Source: an optimization exercise on an open RTL-to-GDS flow (aim: small area and a short achievable clock period). Production flows keep margins and buffers that such runs may drop. RTL that was checked went through simulation tests only; none was proved equivalent to the original.

==> run C: inputs <==
Design conv3x3_mac, start of the top module:
module conv3x3_mac
(
    input  logic                             clk,
    input  logic                             reset,
    input  logic                             conv_en,
    input  logic [9*16-1:0] filter_taps,
    input  logic [9*16-1:0] window_taps,
    output logic [16-1:0]           out_data,
    output logic                             out_we
);
clock: 8.5 ns
lec_check: 0
abc_area: 1
cap_margin: 20
core_margin: 2
core_utilization: 55
setup_slack_margin: 5
slew_margin: 20
synth_hierarchical: 1
run.sh (not shown) runs the stock make flow with config.mk's settings and CLKGATE_MAP_FILE= SYNTH_SCRIPT=/design/flow/synth_recipe.tcl, a recipe that flattens the netlist after the stock synthesis.
==> run Y: changes against run C <==
SETUP_SLACK_MARGIN = 4   (was 5)
==> summary of the runs <==
Between run C and run Y, the lower critical path depth is in run C (gap 4).
First-iteration DRC count: run C is larger than run Y (33%).
Of run Y and run C, run C has the higher clock skew (gap 0.020 ns).
Utilization: run Y is lower than run C (16 points).
In run C the hold slack is higher than in run Y, by 0.00050 ns.
In synthesized area, run Y and run C do not differ.
Against run C, the cell count of run Y is smaller by 8.7%.
In count of clock-buffer cells in the layout, run C and run Y do not differ.


==> 05-02: inputs <==
conv3x3_mac, a different RTL version from the one above (not shown whole).
==> flow/config.mk <==
export PLATFORM = sky130hd
export DESIGN_NAME = conv3x3_mac
export DESIGN_NICKNAME = conv3x3_mac
export VERILOG_FILES = /design/flow/design.v
export SDC_FILE = /design/flow/constraint.sdc
export NUM_CORES = 4
export LEC_CHECK = 0
export ABC_AREA = 1
export CAP_MARGIN = 20
export CORE_MARGIN = 2
export CORE_UTILIZATION = 55
export SETUP_SLACK_MARGIN = 5
export SLEW_MARGIN = 20
export SYNTH_HIERARCHICAL = 1
==> flow/constraint.sdc <==
create_clock -name core_clock -period 8.5 [get_ports {clk}]
set_input_delay 1.7000 -clock core_clock [delete_from_list [all_inputs] [get_ports {clk}]]
set_output_delay 1.7000 -clock core_clock [all_outputs]
set_load 0.01 [all_outputs]
standard.sh (not shown) runs the stock make flow with config.mk's settings and CLKGATE_MAP_FILE= SYNTH_SCRIPT=/design/flow/synth_recipe.tcl, a recipe that flattens the netlist after the stock synthesis.
==> flow/flow/run.sh <==
#!/bin/bash
# Layout flow: the standard ORFS flow (standard synthesis unchanged),
# except that buffer_ports makes the input and output port buffers from the
# smallest buffer, sky130_fd_sc_hd__buf_1, which the resizer may still size
# up where timing needs it. Each ORFS step keeps its own log under
# orfs/logs/; make's own output goes to flow_make.log here.
set -euo pipefail
bash standard.sh BUFFER_PORTS_ARGS="-buffer_cell sky130_fd_sc_hd__buf_1" finish > flow_make.log 2>&1
==> 02-04: changes against 05-02 <==
--- a/flow/design.v
+++ b/flow/design.v
@@ -64,13 +64,13 @@
     input  logic [9*16-1:0] filter_taps,
     input  logic [9*16-1:0] window_taps,
     output logic [16-1:0]           out_data,
     output logic                             out_we
 );
     logic [143:0] f_q;
-    logic [4:0] vld;
+    logic [3:0] vld;
     logic [396:0] r2_q;
     logic [88:0] r3_q;
     logic [34:0] sum_a, sum_b;
     logic [7:0] one_0, two_0, neg_0;
     logic [7:0] one_d0, two_d0, neg_d0;
     logic [7:0] one_1, two_1, neg_1;
@@ -1442,15 +1442,15 @@
     end
     always_ff @(posedge clk)
     begin
         if (reset)
             vld <= '0;
         else
-            vld <= {vld[3:0], conv_en};
+            vld <= {vld[2:0], conv_en};
     end
-    assign out_we = vld[4];
+    assign out_we = vld[3];
     booth_encode u_booth_0 (.b(window_taps[0 +: 16]), .one(one_d0), .two(two_d0), .neg(neg_d0));
     booth_encode u_booth_1 (.b(window_taps[16 +: 16]), .one(one_d1), .two(two_d1), .neg(neg_d1));
     booth_encode u_booth_2 (.b(window_taps[32 +: 16]), .one(one_d2), .two(two_d2), .neg(neg_d2));
     booth_encode u_booth_3 (.b(window_taps[48 +: 16]), .one(one_d3), .two(two_d3), .neg(neg_d3));
     booth_encode u_booth_4 (.b(window_taps[64 +: 16]), .one(one_d4), .two(two_d4), .neg(neg_d4));
     booth_encode u_booth_5 (.b(window_taps[80 +: 16]), .one(one_d5), .two(two_d5), .neg(neg_d5));
@@ -3286,17 +3286,14 @@
         r3_q[84] <= fs1245;
         r3_q[85] <= fs1247;
         r3_q[86] <= fc1245;
         r3_q[87] <= fc1246;
         r3_q[88] <= fc1247;
     end
-    always_ff @(posedge clk)
-    begin
-        sum_a <= {1'b1, r3_q[87], r3_q[85], r3_q[83], r3_q[81], r3_q[79], r3_q[78], fc1177, fc1149, fc1118, fc1081, fs1081, fc995, fc946, fc891, fc833, fc769, fs769, fc631, fc560, fc489, fs488, fs427, fc312, r3_q[77], r3_q[75], r3_q[73], r3_q[71], r3_q[69], r3_q[67], r3_q[65], r3_q[63], r3_q[61], r3_q[59], r3_q[57]};
-        sum_b <= {1'b0, r3_q[88], r3_q[86], r3_q[84], r3_q[82], r3_q[80], fc1199, fs1199, fs1177, fs1149, fs1118, fc1041, fs1041, fs995, fs946, fs891, fs833, fc702, fs702, fs631, fs560, fs489, fs426, fs365, fs312, r3_q[76], r3_q[74], r3_q[72], r3_q[70], r3_q[68], r3_q[66], r3_q[64], r3_q[62], r3_q[60], r3_q[58]};
-    end
+    assign sum_a = {1'b1, r3_q[87], r3_q[85], r3_q[83], r3_q[81], r3_q[79], r3_q[78], fc1177, fc1149, fc1118, fc1081, fs1081, fc995, fc946, fc891, fc833, fc769, fs769, fc631, fc560, fc489, fs488, fs427, fc312, r3_q[77], r3_q[75], r3_q[73], r3_q[71], r3_q[69], r3_q[67], r3_q[65], r3_q[63], r3_q[61], r3_q[59], r3_q[57]};
+    assign sum_b = {1'b0, r3_q[88], r3_q[86], r3_q[84], r3_q[82], r3_q[80], fc1199, fs1199, fs1177, fs1149, fs1118, fc1041, fs1041, fs995, fs946, fs891, fs833, fc702, fs702, fs631, fs560, fs489, fs426, fs365, fs312, r3_q[76], r3_q[74], r3_q[72], r3_q[70], r3_q[68], r3_q[66], r3_q[64], r3_q[62], r3_q[60], r3_q[58]};
     logic [34:0] acc;
     logic [15:0] clamped;
     assign acc = sum_a + sum_b;
     result_saturate #(.SUM_W(35)) u_saturate (
         .sum     (acc),
         .clamped (clamped)
==> 02-09: changes against 05-02 <==
==> flow/run.sh (new file) <==
#!/bin/bash
# synth_recipe.tcl (not shown) runs the flow's synth.tcl, then flattens the netlist and writes it again
# the make line also repeats each setting of config.mk as NAME=value (left out here)
make -C /OpenROAD-flow-scripts/flow DESIGN_CONFIG=/design/flow/config.mk WORK_HOME=/design/flow/orfs CLKGATE_MAP_FILE= SYNTH_SCRIPT=/design/flow/synth_recipe.tcl finish
Settings changed: SETUP_SLACK_MARGIN 5 to 4.9.
removed: flow/flow/run.sh
removed: flow/standard.sh
==> comparison table <==
Time the final worst path needs with I/O delays and setup: 05-02 3.51 ns; 02-04 3.52 ns; 02-09 3.54 ns
Wire length the detailed router placed on met1: 05-02 111000 µm; 02-04 108000 µm; 02-09 111000 µm
Proportion of cell area occupied by multi-input gates: 05-02 0.625; 02-04 0.640; 02-09 0.609
Later-pin clock latency in the skew report: 05-02 0.78 ns; 02-04 0.74 ns; 02-09 0.76 ns
Req. time, crit path: 05-02 9.13 ns; 02-04 9.08 ns; 02-09 9.13 ns
CTS-repair resized insts: 05-02 6; 02-04 8; 02-09 6
Filler Cell Count: 05-02 10819; 02-04 10554; 02-09 10397
Global routing usage on met3: 05-02 0.164; 02-04 0.183; 02-09 0.163
Outcome: 05-02 finished clean; 02-04 finished clean; 02-09 finished clean
Initial Utilization: 05-02 0.555; 02-04 0.554; 02-09 0.555
Worst clock skew: 05-02 0.0569 ns; 02-04 0.0448 ns; 02-09 0.0434 ns
CP max stage cell: 05-02 fa_1; 02-04 fa_1; 02-09 o22ai_1
Launch instance of the worst min-delay path: 05-02 r3_q[84]$_DFF_P_; 02-04 r2_q[393]$_DFF_P_; 02-09 r3_q[60]$_DFF_P_
Seq. cell area: 05-02 18700 µm²; 02-04 17300 µm²; 02-09 18700 µm²
Core Util, Final: 05-02 0.594; 02-04 0.594; 02-09 0.609
Gate count of the mapped netlist: 05-02 6363; 02-04 6293; 02-09 6363
Synthesized area divided by synthesized cell count: 05-02 11.0 µm²; 02-04 10.9 µm²; 02-09 11.0 µm²
Only the layout flow was run in 05-02 and 02-09; the RTL was not checked for function there.

static timing again, ports no longer ideal:
No port has a modelled driver above. Below, the same layouts with a new extraction and two added sets of constraints. Step 1: set_driving_cell puts a clkbuf_16 on clk and a buf_2 on each other input, an assumption about the parent block. Step 2 adds t to the input delays and takes it off the output delays; t is the mean of the earliest and latest rising clock arrival at the registers after step 1. Input paths then give back, and output paths get back, about the clock's delay inside the block. Slacks: ideal / step 1 / step 2; pairs: ideal / step 1.
| run | shift t [ns] | setup WS [ns] | worst register clock-pin slew, ns | worst slew at a driven data input, ns |
|---|---|---|---|---|
| run C | 0.812 | 4.549 / 4.549 / 4.549 | 0.07 / 0.07 | 0.07 |
| run Y | 0.784 | 4.025 / 4.025 / 4.025 | 0.07 / 0.07 | 0.07 |
| 05-02 | 0.830 | 4.985 / 4.985 / 4.985 | 0.07 / 0.07 | 0.10 |
| 02-04 | 0.802 | 4.983 / 4.983 / 4.983 | 0.08 / 0.08 | 0.08 |
| 02-09 | 0.820 | 4.963 / 4.963 / 4.963 | 0.08 / 0.08 | 0.12 |
After both steps every run listed still meets setup and hold.
